What follows belongs to an exercise in optimizing a design on an open flow for small area, a short achievable clock period and few clock cycles; a production flow would make more cautious choices. The RTL was checked by simulation tests, not by an equivalence proof against the original design. Power is estimated from default activity; no workload was simulated.

==> design/flow/design.v <==
`timescale 1ns / 1ps
package vrt_pkg;
  localparam logic [31:0] DIST_MAX = 32'hFFFF_FFFF;
  localparam logic [1:0] AXIS_X = 2'd0;
  localparam logic [1:0] AXIS_Y = 2'd1;
  localparam logic [1:0] AXIS_Z = 2'd2;
endpackage
`timescale 1ns / 1ps
module vrt_div #(
  parameter int RADIX = 4
) (
  input  logic        clk_i,
  input  logic        load_i,
  input  logic        run_i,
  input  logic [30:0] num_i,
  input  logic [15:0] den_i,      
  input  logic [16:0] den3_i,     
  output logic [30:0] quo_o
);
  logic [15:0] rem_q;
  logic [30:0] quo_q;
  if (RADIX == 2) begin : g_r2
    logic [16:0] trial, diff;
    always_comb begin
      trial = {rem_q, quo_q[30]};
      diff  = trial - {1'b0, den_i};
    end
    always_ff @(posedge clk_i) begin
      if (load_i) begin
        rem_q <= '0;
        quo_q <= num_i;
      end else if (run_i) begin
        rem_q <= diff[16] ? trial[15:0] : diff[15:0];
        quo_q <= {quo_q[29:0], !diff[16]};
      end
    end
  end else begin : g_r4
    logic [31:0] quo4_q;
    logic [17:0] x, s1, s2, s3;
    logic        ge1, ge2, ge3;
    always_comb begin
      x   = {rem_q, quo4_q[31:30]};
      s1  = x - {2'b00, den_i};
      s2  = x - {1'b0, den_i, 1'b0};
      s3  = x - {1'b0, den3_i};
      ge1 = !s1[17];
      ge2 = !s2[17];
      ge3 = !s3[17];
    end
    always_ff @(posedge clk_i) begin
      if (load_i) begin
        rem_q  <= '0;
        quo4_q <= {1'b0, num_i};
      end else if (run_i) begin
        rem_q  <= ge3 ? s3[15:0] : ge2 ? s2[15:0] : ge1 ? s1[15:0] : x[15:0];
        quo4_q <= {quo4_q[29:0], ge2, ge3 || (ge1 && !ge2)};
      end
    end
    assign quo_q = quo4_q[30:0];
  end
  assign quo_o = quo_q;
endmodule
`timescale 1ns / 1ps
module voxel_ray_traversal_top #(
  parameter int MAX_STEPS        = 64,
  parameter int ORIGIN_FRAC_BITS = 8,
  parameter int DIR_FRAC_BITS    = 14
) (
  input  logic               clk_i,
  input  logic               rst_ni,
  input  logic               in_valid_i,
  output logic               in_ready_o,
  input  logic signed [23:0] origin_x_i,
  input  logic signed [23:0] origin_y_i,
  input  logic signed [23:0] origin_z_i,
  input  logic signed [15:0] dir_x_i,
  input  logic signed [15:0] dir_y_i,
  input  logic signed [15:0] dir_z_i,
  input  logic [6:0]         step_count_i,
  output logic               out_valid_o,
  input  logic               out_ready_i,
  output logic signed [15:0] voxel_x_o,
  output logic signed [15:0] voxel_y_o,
  output logic signed [15:0] voxel_z_o,
  output logic [1:0]         normal_axis_o,
  output logic               normal_negative_o,
  output logic [6:0]         step_index_o,
  output logic               last_o
);
  localparam int RADIX = 4;
  localparam int ITERS = (RADIX == 2) ? 31 : 16;
  logic        i_full_q, i_sent_q;
  logic [23:0] i_org_q [3];
  logic [15:0] i_dir_q [3];
  logic [6:0]  i_cnt_q;
  assign in_ready_o = !i_full_q;
  always_ff @(posedge clk_i) begin
    if (!i_full_q) begin
      i_org_q[0] <= origin_x_i;
      i_org_q[1] <= origin_y_i;
      i_org_q[2] <= origin_z_i;
      i_dir_q[0] <= dir_x_i;
      i_dir_q[1] <= dir_y_i;
      i_dir_q[2] <= dir_z_i;
      i_cnt_q    <= step_count_i;
    end
  end
  logic        dpos [3];      
  logic        dzero [3];     
  logic [15:0] dmag [3];      
  logic [8:0]  face [3];      
  logic [15:0] vinit [3];     
  always_comb begin
    for (int a = 0; a < 3; a++) begin
      logic [7:0] g;
      logic       c;
      dzero[a] = (i_dir_q[a] == 16'd0);
      dpos[a]  = !i_dir_q[a][15] && !dzero[a];
      dmag[a]  = i_dir_q[a][15] ? 16'(-i_dir_q[a]) : i_dir_q[a];
      g = {!i_org_q[a][7], i_org_q[a][6:0]};
      if (g == 8'd0) begin
        face[a] = (i_org_q[a][23] != dpos[a]) ? 9'd256 : 9'd0;
      end else begin
        face[a] = dpos[a] ? 9'd256 - {1'b0, g} : {1'b0, g};
      end
      c = i_org_q[a][23] ? (i_org_q[a][7] && (i_org_q[a][6:0] != 7'd0)) : i_org_q[a][7];
      vinit[a] = i_org_q[a][23:8] + 16'(c);
    end
  end
  logic [6:0] i_n;
  assign i_n = (i_cnt_q > 7'(MAX_STEPS)) ? 7'(MAX_STEPS) : i_cnt_q;
  logic        d_busy_q, d_done_q;
  logic [4:0]  d_cnt_q;
  logic [15:0] den_q [3];
  logic [16:0] den3_q [3];
  logic [30:0] qmax [3];
  logic [30:0] qdel [3];
  logic        setup;
  assign setup = i_full_q && !i_sent_q && !d_busy_q && !d_done_q && (i_n != 7'd0);
  always_ff @(posedge clk_i) begin
    if (setup) begin
      d_cnt_q <= '0;
      for (int a = 0; a < 3; a++) begin
        den_q[a]  <= dmag[a];
        den3_q[a] <= '1;
      end
    end else if (d_busy_q) begin
      d_cnt_q <= d_cnt_q + 5'd1;
      for (int a = 0; a < 3; a++) begin
        den3_q[a] <= {1'b0, den_q[a]} + {den_q[a], 1'b0};
      end
    end
  end
  for (genvar a = 0; a < 3; a++) begin : g_div
    vrt_div #(.RADIX(RADIX)) u_max (
      .clk_i (clk_i),
      .load_i(setup),
      .run_i (d_busy_q),
      .num_i ({face[a], 22'd0}),
      .den_i (den_q[a]),
      .den3_i(den3_q[a]),
      .quo_o (qmax[a])
    );
    vrt_div #(.RADIX(RADIX)) u_del (
      .clk_i (clk_i),
      .load_i(setup),
      .run_i (d_busy_q),
      .num_i (31'h4000_0000),
      .den_i (den_q[a]),
      .den3_i(den3_q[a]),
      .quo_o (qdel[a])
    );
  end
  logic        w_act_q, w_first_q;
  logic [6:0]  w_cnt_q;
  logic        w_neg_q [3];
  logic [31:0] tmax_q [3];
  logic [30:0] tdel_q [3];
  logic        out_valid_q;
  logic        step, take, w_end, last_now;
  logic [6:0]  k_now;
  logic        lt_xy, lt_xz, lt_yz;
  logic        sel [3];
  logic [32:0] tsum [3];
  logic [31:0] tnext [3];
  logic [15:0] vbase [3];
  logic [15:0] vstay [3];
  logic [15:0] vmove [3];
  logic [15:0] vnew [3];
  logic [1:0]  ax;
  always_comb begin
    step     = w_act_q && (!out_valid_q || out_ready_i);
    k_now    = w_first_q ? 7'd1 : step_index_o + 7'd1;
    last_now = (k_now == w_cnt_q);
    w_end    = step && last_now;
    take     = d_done_q && (!w_act_q || w_end);
    lt_xy  = tmax_q[0] < tmax_q[1];
    lt_xz  = tmax_q[0] < tmax_q[2];
    lt_yz  = tmax_q[1] < tmax_q[2];
    sel[0] = lt_xy && lt_xz;
    sel[1] = !lt_xy && lt_yz;
    sel[2] = !sel[0] && !sel[1];
    ax     = sel[0] ? vrt_pkg::AXIS_X : sel[1] ? vrt_pkg::AXIS_Y : vrt_pkg::AXIS_Z;
    vbase[0] = voxel_x_o;
    vbase[1] = voxel_y_o;
    vbase[2] = voxel_z_o;
    for (int a = 0; a < 3; a++) begin
      tsum[a]  = {1'b0, tmax_q[a]} + {2'b00, tdel_q[a]};
      tnext[a] = tsum[a][31:0] | {32{tsum[a][32]}};
      if (w_first_q) begin
        vstay[a] = vinit[a];
      end else begin
        vstay[a] = vbase[a];
      end
      vmove[a] = w_neg_q[a] ? vstay[a] - 16'd1 : vstay[a] + 16'd1;
      vnew[a]  = sel[a] ? vmove[a] : vstay[a];
    end
  end
  always_ff @(posedge clk_i) begin
    if (take) begin
      w_cnt_q <= i_n;
      for (int a = 0; a < 3; a++) begin
        w_neg_q[a] <= !dpos[a];
        tmax_q[a]  <= {1'b0, qmax[a]} | {32{dzero[a]}};
        tdel_q[a]  <= qdel[a];
      end
    end else if (step) begin
      for (int a = 0; a < 3; a++) begin
        if (sel[a]) tmax_q[a] <= tnext[a];
      end
    end
    if (take) begin
      w_first_q <= 1'b1;
    end else if (step) begin
      w_first_q <= 1'b0;
    end
    if (step) begin
      voxel_x_o         <= vnew[0];
      voxel_y_o         <= vnew[1];
      voxel_z_o         <= vnew[2];
      normal_axis_o     <= ax;
      normal_negative_o <= !(sel[0] ? w_neg_q[0] : sel[1] ? w_neg_q[1] : w_neg_q[2]);
      step_index_o      <= k_now;
      last_o            <= last_now;
    end
  end
  always_ff @(posedge clk_i or negedge rst_ni) begin
    if (!rst_ni) begin
      i_full_q    <= 1'b0;
      i_sent_q    <= 1'b0;
      d_busy_q    <= 1'b0;
      d_done_q    <= 1'b0;
      w_act_q     <= 1'b0;
      out_valid_q <= 1'b0;
    end else begin
      if (!i_full_q) begin
        i_full_q <= in_valid_i;
      end else if ((step && w_first_q) || (i_n == 7'd0)) begin
        i_full_q <= 1'b0;
        i_sent_q <= 1'b0;
      end else if (setup) begin
        i_sent_q <= 1'b1;
      end
      if (setup) begin
        d_busy_q <= 1'b1;
      end else if (d_busy_q && d_cnt_q == 5'(ITERS - 1)) begin
        d_busy_q <= 1'b0;
        d_done_q <= 1'b1;
      end else if (take) begin
        d_done_q <= 1'b0;
      end
      if (take) begin
        w_act_q <= 1'b1;
      end else if (w_end) begin
        w_act_q <= 1'b0;
      end
      if (step) begin
        out_valid_q <= 1'b1;
      end else if (out_ready_i) begin
        out_valid_q <= 1'b0;
      end
    end
  end
  assign out_valid_o = out_valid_q;
endmodule
==> design/flow/run.sh <==
#!/bin/bash
# synth_recipe.tcl (not shown) runs the flow's synth.tcl, then flattens the netlist and writes it again
# the make line also repeats each setting of config.mk as NAME=value (left out here)
make -C /OpenROAD-flow-scripts/flow DESIGN_CONFIG=/design/flow/config.mk WORK_HOME=/design/flow/orfs CLKGATE_MAP_FILE= SYNTH_SCRIPT=/design/flow/synth_recipe.tcl finish
==> design/flow/config.mk <==
export PLATFORM = sky130hd
export DESIGN_NAME = voxel_ray_traversal_top
export DESIGN_NICKNAME = voxel_ray_traversal_top
export VERILOG_FILES = /design/flow/design.v
export SDC_FILE = /design/flow/constraint.sdc
export NUM_CORES = 4
export LEC_CHECK = 0
export CAP_MARGIN = 20
export CORE_MARGIN = 2
export CORE_UTILIZATION = 40
export SETUP_SLACK_MARGIN = 5
export SLEW_MARGIN = 20
==> design/flow/constraint.sdc <==
create_clock -name core_clock -period 8.0 [get_ports {clk_i}]
set_input_delay 1.6000 -clock core_clock [delete_from_list [all_inputs] [get_ports {clk_i}]]
set_output_delay 1.6000 -clock core_clock [all_outputs]
set_load 0.01 [all_outputs]
==> flow_summary_export.csv, run 1 <==
group,metric,value,unit
synth,synth-seq-cells,784,
timing,tightestPinTransition,0.988,ns
synth,synth_area,54500,um^2
power,p_comb_share,67.5,%
timing,finalWorstSetupSlack,3.75,ns
timing,fin_crit,4.25,ns
clocking,cts.sinks,784,
synth,synth_edf_count,460,
global_route,antenna_found_initial,10,
routing,vias,47900,
critical_path,endpoint_kind,"flop",
final_layout,final_common_cell,"nand2_1",
synth,synth.yosys.seq_area_share,37.3,%
power,p_int,21.0,mW
power,powerDensity,514,nW/um^2
power,switchingPower,16.4,mW
critical_path,critical_path_class,"reg2reg",
status,status,"timing/DRC/antenna clean",
global_route,overflow,0,
critical_path,r2r_end,"voxel_y_o[15]",
routing,ant_nets,0,
timing,maxSlewHeadroom,34.1,%
critical_path,cp_data_required_time,8.44,ns
synth,synth_cell_types,110,
critical_path,path_delay_family,"compound AO/OA/AOI/OAI gates",
power,power,37.4,mW
synth,ys_async_sr_fraction,0.765,%
critical_path,ff2ff_setup_slack,3.75,ns
min_path,hold_class,"reg2reg",
clocking,cts_tree,"yes",
global_route,met2_usage,36.0,%
timing,hold_viol,0,
timing,final.period_utilization,53.1,%
power,p_clk_share,11.5,%
synth,postSynthAreaPerCell,9.16,um^2
clocking,clk_pin_slew,0.07,ns
critical_path,crit_top_cell,"ha_4",
clocking,insertion_delay,0.72,ns
critical_path,worstPathArrival,4.69,ns
clocking,hold_buffers,0,
timing,report.final.setup_viol,0,
timing,setup_tns,0,ns
clocking,cts_made_buffers,91,
synth,yosysWarnings,42,
floorplanning,die_area,139000,um^2
floorplanning,ios,192,
floorplanning,rows,135,
critical_path,timing.critical_path.from,"i_org_q[1][0]",
floorplanning,dieWidth,373,um
critical_path,crit_path_end,"voxel_y_o[15]",
critical_path,path_buf_inv,1,
timing,slew_violations,0,
critical_path,r2r_cells,20,
routing,wl_per_cell,20.0,um
floorplanning,core_area,135000,um^2
global_route,gr-usage-all-layers,23.4,%
final_layout,fin_nets,7403,
critical_path,crit_path_max_incr_delay,0.44,ns
synth,syn_nets,6689,
floorplanning,start_util,40.3,%
floorplanning,dieHeight,373,um
placed_design,globalplace.congestion,0.887,
timing,finClkSkew,0.0505,ns
global_route,grt_max_degree,129,
critical_path,critPathSlowestCell,"or3b_4",
min_path,min_path_cells,2,
critical_path,crit_chain,"inv_2, ha_4, nand2_4, nor4_4, a21boi_2, ha_4, ha_4, nand3_2, xor2_1, a21oi_1, ha_1, a21boi_1, o2111ai_2, or3b_4, a311oi_2, o21bai_1, a21oi_2, xnor2_1, nor2_1, xnor2_1",
global_route,grt_first_pass_wirelength,261000,um
routing,drt_iter0_drc,3732,
routing,drt-vias-per-instance,5.62,
clocking,htreeDepth,3,
global_route,top_usage_layer,"met2",
power,swShare,43.9,%
critical_path,crit_cells,20,
timing,fmax,235,MHz
job,drv_cap,0,
placed_design,dp_slack,3.11,ns
power,seq_power_share,21.0,%
critical_path,worstReg2RegStart,"i_org_q[1][0]",
placed_design,dp_hpwl,111000,um
global_route,grtUsageMet1,32.9,%
final_layout,layout_common_cells,"522 x nand2_1, 514 x ha_1, 460 x edfxtp_1",
synth,synth_ff_type,"edfxtp_1",
critical_path,crit_path_start_kind,"flop",
critical_path,path_max_fanout,5,
power,peakVddDrop,0.000244,V
synth,postSynthCellCount,5949,
placed_design,io_buffers,191,
global_route,met3_usage,4.32,%
routing,wirelength,171000,um
final_layout,drive_above_1_share,26.5,%
routing,drc,0,
final_layout,area_delta_synth_final,33.8,%
routing,first_pass_iters,8,
clocking,cts_max_path_buffers,3,
timing,rsz0062_at_grt,"true",
global_route,grt_pass1_vias,46200,
clocking,cts_root_buf,"clkbuf_16",
power,leakage,29.3,nW
## kinds of logic (layout without fill, tap and decap cells)
logic type | after synthesis | after routing | share of synthesized area (%)
adder cells (fa/ha/maj) | 609 | 609 | 14.4
other | 0 | 3 | 0
multiplexers | 75 | 75 | 1.44
XOR/XNOR | 490 | 492 | 7.95
flip-flops | 784 | 784 | 37.3
AND/OR/NAND/NOR | 1698 | 1703 | 14.3
AO/OA/AOI/OAI | 1809 | 1810 | 21.2
buffers and inverters | 484 | 1267 | 3.47
## routing by layer
metal | vias up | share of wire [%]
li1 | 23200 | -
met1 | 22900 | 46
met2 | 1433 | 44
met3 | 294 | 6.6
met4 | 14 | 2.8
met5 | - | 0.057
## state kept, by name, indices dropped and copies added, names as in the netlist, 16 cells and up
name and count:
den3_q 51, den_q 48, g_div.u_del.g_r4.quo4_q 96, g_div.u_del.rem_q 48, g_div.u_max.g_r4.quo4_q 96, g_div.u_max.rem_q 48, i_dir_q 48, i_org_q 72
tdel_q 93, tmax_q 96, voxel_x_o 16, voxel_y_o 16, voxel_z_o 16
## Yosys cell counts (20+ instances only)
| cell type | number | area, um^2 |
|---|---|---|
| a21o_1 | 124 | 931 |
| o22a_1 | 45 | 394 |
| dfxtp_1 | 318 | 6370 |
| a21oi_1 | 481 | 2410 |
| clkbuf_1 | 127 | 477 |
| or2_2 | 22 | 138 |
| nand2_1 | 710 | 2670 |
| o21a_1 | 87 | 653 |
| inv_1 | 301 | 1130 |
| nand4_1 | 37 | 231 |
| o21ai_0 | 534 | 2670 |
| o211ai_1 | 57 | 428 |
| mux2_2 | 20 | 225 |
| xor2_1 | 195 | 1710 |
| a211o_1 | 26 | 228 |
| a31oi_1 | 48 | 300 |
| xnor2_1 | 290 | 2540 |
| o21bai_1 | 32 | 240 |
| buf_2 | 28 | 140 |
| nor2b_1 | 91 | 569 |
| a211oi_1 | 40 | 300 |
| or3_1 | 49 | 307 |
| nand2b_1 | 86 | 538 |
| o31ai_1 | 46 | 345 |
| ha_1 | 582 | 7280 |
| mux2i_1 | 52 | 521 |
| nor2_1 | 374 | 1400 |
| edfxtp_1 | 460 | 13800 |
| nand3_1 | 107 | 536 |
| fa_1 | 27 | 541 |
| buf_1 | 21 | 78.8 |
| nor3_1 | 92 | 460 |
| a22oi_1 | 29 | 218 |
| and2_1 | 20 | 125 |
| and3_1 | 51 | 319 |
## worst register-to-register path: stages (launching register included)
cell       delay [ns]
edfxtp_1         0.40
inv_2            0.11
ha_4             0.16
nand2_4          0.05
nor4_4           0.16
a21boi_2         0.13
ha_4             0.21
ha_4             0.19
nand3_2          0.07
xor2_1           0.16
a21oi_1          0.12
ha_1             0.39
a21boi_1         0.18
o2111ai_2        0.29
or3b_4           0.44
a311oi_2         0.34
o21bai_1         0.13
a21oi_2          0.17
xnor2_1          0.13
nor2_1           0.06
xnor2_1          0.12
## power groups by stage
stage	sequential (mW)	clock [mW]	combinational, mW
after detailed placement	7.80	0	17.5
after CTS	7.77	4.39	22.9
after global placement	7.80	0	17.2
after global routing	8.02	4.55	27.3
after floorplan	7.22	0	13.8
final	7.86	4.31	25.3
## final cells by class
class | count | area, um^2
Timing Repair inverter | 7 | 133
Tap cell | 1781 | 2230
Clock inverter | 40 | 415
Inverter | 302 | 1230
Fill cell | 11600 | 62400
Multi-Input combinational cell | 4689 | 37500
Antenna cell | 3 | 7.51
Timing Repair Buffer | 788 | 8440
Clock buffer | 130 | 2640
Sequential cell | 784 | 20400
## worst min-delay path by stage
stage | from | slack, ns | end
final | g_div[1].u_del.g_r4.quo4_q[28] | 0.47 | g_div[1].u_del.g_r4.quo4_q[30]
after global routing | g_div[1].u_del.g_r4.quo4_q[28] | 0.49 | g_div[1].u_del.g_r4.quo4_q[30]
after detailed placement | den3_q[2][5] | 0.46 | den3_q[2][5]
after floorplan | g_div[2].u_del.g_r4.quo4_q[30] | 0.43 | tdel_q[2][30]
after CTS | g_div[1].u_del.g_r4.quo4_q[28] | 0.47 | g_div[1].u_del.g_r4.quo4_q[30]
after global placement | den3_q[1][5] | 0.45 | den3_q[1][5]
## stage by stage
stage | cell area, um^2 | utilization (%) | hold slack, ns | instances
after floorplan | 56200 | - | 0.431 | 5949
after global placement | 59300 | 43.8 | 0.448 | 7781
after detailed placement | 59400 | 43.9 | 0.457 | 7783
after CTS | 69900 | 51.7 | 0.472 | 8383
after global routing | 72900 | 53.9 | 0.489 | 8524
final | 72900 | 53.9 | 0.466 | 8524
## timing repair
action                                  in CTS  in global routing
endpoints found under the setup margin     685                644
resized for setup                         1072                434
setup buffers                              380                132
pin swaps                                  319                271
cloned                                      50                  6
Testbench counts, summed over its fixed seeds: cycles 42,492.
==> inputs of run 2 (changes only) <==
--- a/design/flow/config.mk
+++ b/design/flow/config.mk
@@ -8,5 +8,4 @@
 export CAP_MARGIN = 20
 export CORE_MARGIN = 2
 export CORE_UTILIZATION = 40
-export SETUP_SLACK_MARGIN = 5
 export SLEW_MARGIN = 20
==> run 2 against run 1 <==
Compared with the run above:
- synthesized cell count unchanged
- worst hold slack got worse by 0.023 ns
- via count decreased by 7.8%
- non-clock buffer count decreased by 555
- still clean
- clock power increased by 6.7%
- sequential power decreased by 3.1%
- critical path depth decreased by 8
==> flow_summary_export.csv, run 2 <==
group,metric,value,unit
job,drv_cap,0,
floorplanning,rows,135,
clocking,clk_pin_slew,0.06,ns
synth,yosys.area.top_type_share,25.4,%
synth,synthTopCellsByCount,"710 x nand2_1, 582 x ha_1, 534 x o21ai_0",
routing,drc,0,
synth,synth.yosys.seq_area_share,37.3,%
timing,setup_tns,0,ns
routing,vias,44200,
final_layout,area_delta_synth_final,13.2,%
synth,synth_cell_types,110,
timing,finalWorstSetupSlack,2.84,ns
power,peakVddDrop,0.000221,V
critical_path,critical_path_class,"reg2reg",
power,power,29.4,mW
floorplanning,core_area,135000,um^2
routing,ant_nets,0,
placed_design,globalplace.congestion,0.905,
clocking,cts_tree,"yes",
critical_path,cp_data_required_time,8.44,ns
status,status,"timing/DRC/antenna clean",
routing,wl_per_cell,18.6,um
clocking,htreeDepth,3,
placed_design,dp_slack,2.79,ns
final_layout,top_regs,"g_div.u_del.g_r4.quo4_q: 96 flops, g_div.u_max.g_r4.quo4_q: 96 flops, tmax_q: 96 flops",
min_path,hold_class,"reg2reg",
timing,final.period_utilization,64.5,%
timing,finClkSkew,0.0323,ns
timing,hold_viol,0,
routing,drt_iter0_drc,2910,
final_layout,layout_common_cells,"709 x nand2_1, 582 x ha_1, 531 x o21ai_0",
global_route,gr-usage-all-layers,20.8,%
synth,synth.most_common_cell,"nand2_1",
clocking,cts_root_buf,"clkbuf_16",
timing,rsz0062_at_grt,"false",
floorplanning,die_area,139000,um^2
clocking,cts.sinks,784,
routing,drt-vias-per-instance,5.55,
final_layout,n_fill_cell,12800,
timing,fmax,194,MHz
clocking,post_cts_resized,0,
clocking,hold_buffers,0,
synth,syn_nets,6689,
clocking,post_cts_buffers,0,
synth,postSynthAreaPerCell,9.16,um^2
timing,hold_slack,0.443,ns
timing,slew_violations,0,
critical_path,worstPathArrival,5.59,ns
timing,fin_crit,5.16,ns
clocking,insertion_delay,0.71,ns
synth,postSynthCellCount,5949,
floorplanning,start_util,40.3,%
routing,first_pass_iters,5,
synth,synth_largest_area_cell,"edfxtp_1",
placed_design,io_buffers,191,
synth,synthTopCellsByArea,"edfxtp_1 25%, ha_1 13%, dfxtp_1 12%",
final_layout,fin_nets,6836,
routing,wirelength,148000,um
floorplanning,dieHeight,373,um
global_route,overflow,0,
timing,tightestPinTransition,1.18,ns
synth,synth_ff_type,"edfxtp_1",
floorplanning,ios,192,
critical_path,crit_path_start_kind,"flop",
synth,synth-seq-cells,784,
placed_design,dp_hpwl,110000,um
clocking,cts_max_path_buffers,3,
global_route,grt_max_degree,154,
clocking,cts_made_buffers,94,
synth,synth_edf_count,460,
final_layout,drive_above_1_share,5.11,%
final_layout,multi_input_area,32400,um^2
global_route,grt_first_pass_wirelength,235000,um
global_route,grt_pass1_vias,42900,
synth,yosysWarnings,42,
synth,ys_async_sr_fraction,0.765,%
critical_path,path_max_fanout,32,
synth,synth_area,54500,um^2
power,powerDensity,477,nW/um^2
critical_path,endpoint_kind,"flop",
timing,report.final.setup_viol,0,
global_route,antenna_found_initial,3,
floorplanning,dieWidth,373,um
final_layout,final_common_cell,"nand2_1",
power,leakage,25.0,nW
timing,maxSlewHeadroom,20.6,%
final_layout,final-seq-area,20300,um^2
run 2: cell counts after synthesis:
Identical to the previous run, type by type.
run 2: cells by family (layout without fill, tap and decap cells):
family / count (synthesis) / in the layout / synth area share, %
compound gates: 1809 / 1809 / 21.2
flops: 784 / 784 / 37.3
mux: 75 / 75 / 1.44
fa+ha+maj: 609 / 609 / 14.4
other cells: 0 / 1 / 0
xor+xnor: 490 / 490 / 7.95
buf+inv: 484 / 713 / 3.47
simple gates: 1698 / 1698 / 14.3
run 2: per-stage QoR:
step | area (um^2) | cells | utilization [%]
after floorplan | 54500 | 5949 | -
after detailed placement | 58300 | 7779 | 43.1
after CTS | 61600 | 7957 | 45.5
after global routing | 61700 | 7960 | 45.6
final | 61700 | 7960 | 45.6
after global placement | 58300 | 7779 | 43.1
run 2: final cells by class:
cell class	instances	share of cell area [%]
antenna	1	0.00406
clock buffer	132	4.34
clock inverter	46	0.996
inverter	302	1.86
multi-input combinational	4681	52.5
sequential	784	33.0
tap	1781	3.61
timing repair buffer	233	3.70
run 2: power breakdown:
group | switching [mW] | internal, mW | total [mW]
registers | 1.41 | 6.21 | 7.62
clock network | 1.84 | 2.76 | 4.60
logic | 9.86 | 7.33 | 17.2
run 2: metal layers:
| layer | global-route usage (%) | wire length, um |
|---|---|---|
| met1 | 28.9 | 70500 |
| met2 | 34.2 | 68100 |
| met3 | 2.05 | 5970 |
| met4 | 5.93 | 3480 |
| met5 | 0 | 27 |
run 2: final timing paths:
path                                                      from             to  slack (ns)  depth (start not counted)
max in group asynchronous                               rst_ni       d_busy_q        6.40                          1
worst max register to register                   tmax_q[0][29]   tmax_q[2][0]        2.84                         12
worst min register to register  g_div[2].u_del.g_r4.quo4_q[10]  tdel_q[2][10]        0.44                          0
worst min-delay path            g_div[2].u_del.g_r4.quo4_q[10]  tdel_q[2][10]        0.44                          0
min in group asynchronous                               rst_ni       d_busy_q        1.23                          1
worst max-delay path                             tmax_q[0][29]   tmax_q[2][0]        2.84                         12
run 2: critical path: stages (launching register included):
cell and delay, ns:
edfxtp_1 0.44, ha_1 0.38, nand2_1 0.11, nor4_1 0.61
o2111ai_1 0.20, a21oi_1 0.25, a211oi_1 0.12, a2111oi_0 0.77
o311ai_4 0.26, buf_4 0.32, nand2_1 0.76, o21ai_4 0.37
buf_16 0.27

port drivers added, routing unchanged:
In the flow no input, the clock included, has a driving cell. The finished layouts below were timed again as built, in two steps. Step 1 sets driving cells, clkbuf_16 on the clock port and buf_2 on the other inputs (assumed; they add their load-dependent delay and slew). Step 2, shift: input delay + t, output delay - t, t = (earliest + latest rising clock arrival at the registers) / 2. This alone moves slack from input paths to output paths. Slacks: no drivers / after step 1 / after step 2; pairs: no drivers / after step 1.
run | shift t [ns] | setup slack, ns | worst setup path after step 2 | slew at the worst register clock pin (ns) | pins driven straight from the clock port
run 1 | 0.774 | 3.751 / 3.751 / 3.751 | register to register | 0.07 / 0.07 | 1
run 2 | 0.768 | 2.843 / 2.843 / 2.806 | input to register | 0.06 / 0.06 | 1
After both steps every run listed still meets setup and hold. The setup slack of run 2, which loses most, moves by 0.000 ns with the drivers and by -0.037 ns with both steps.
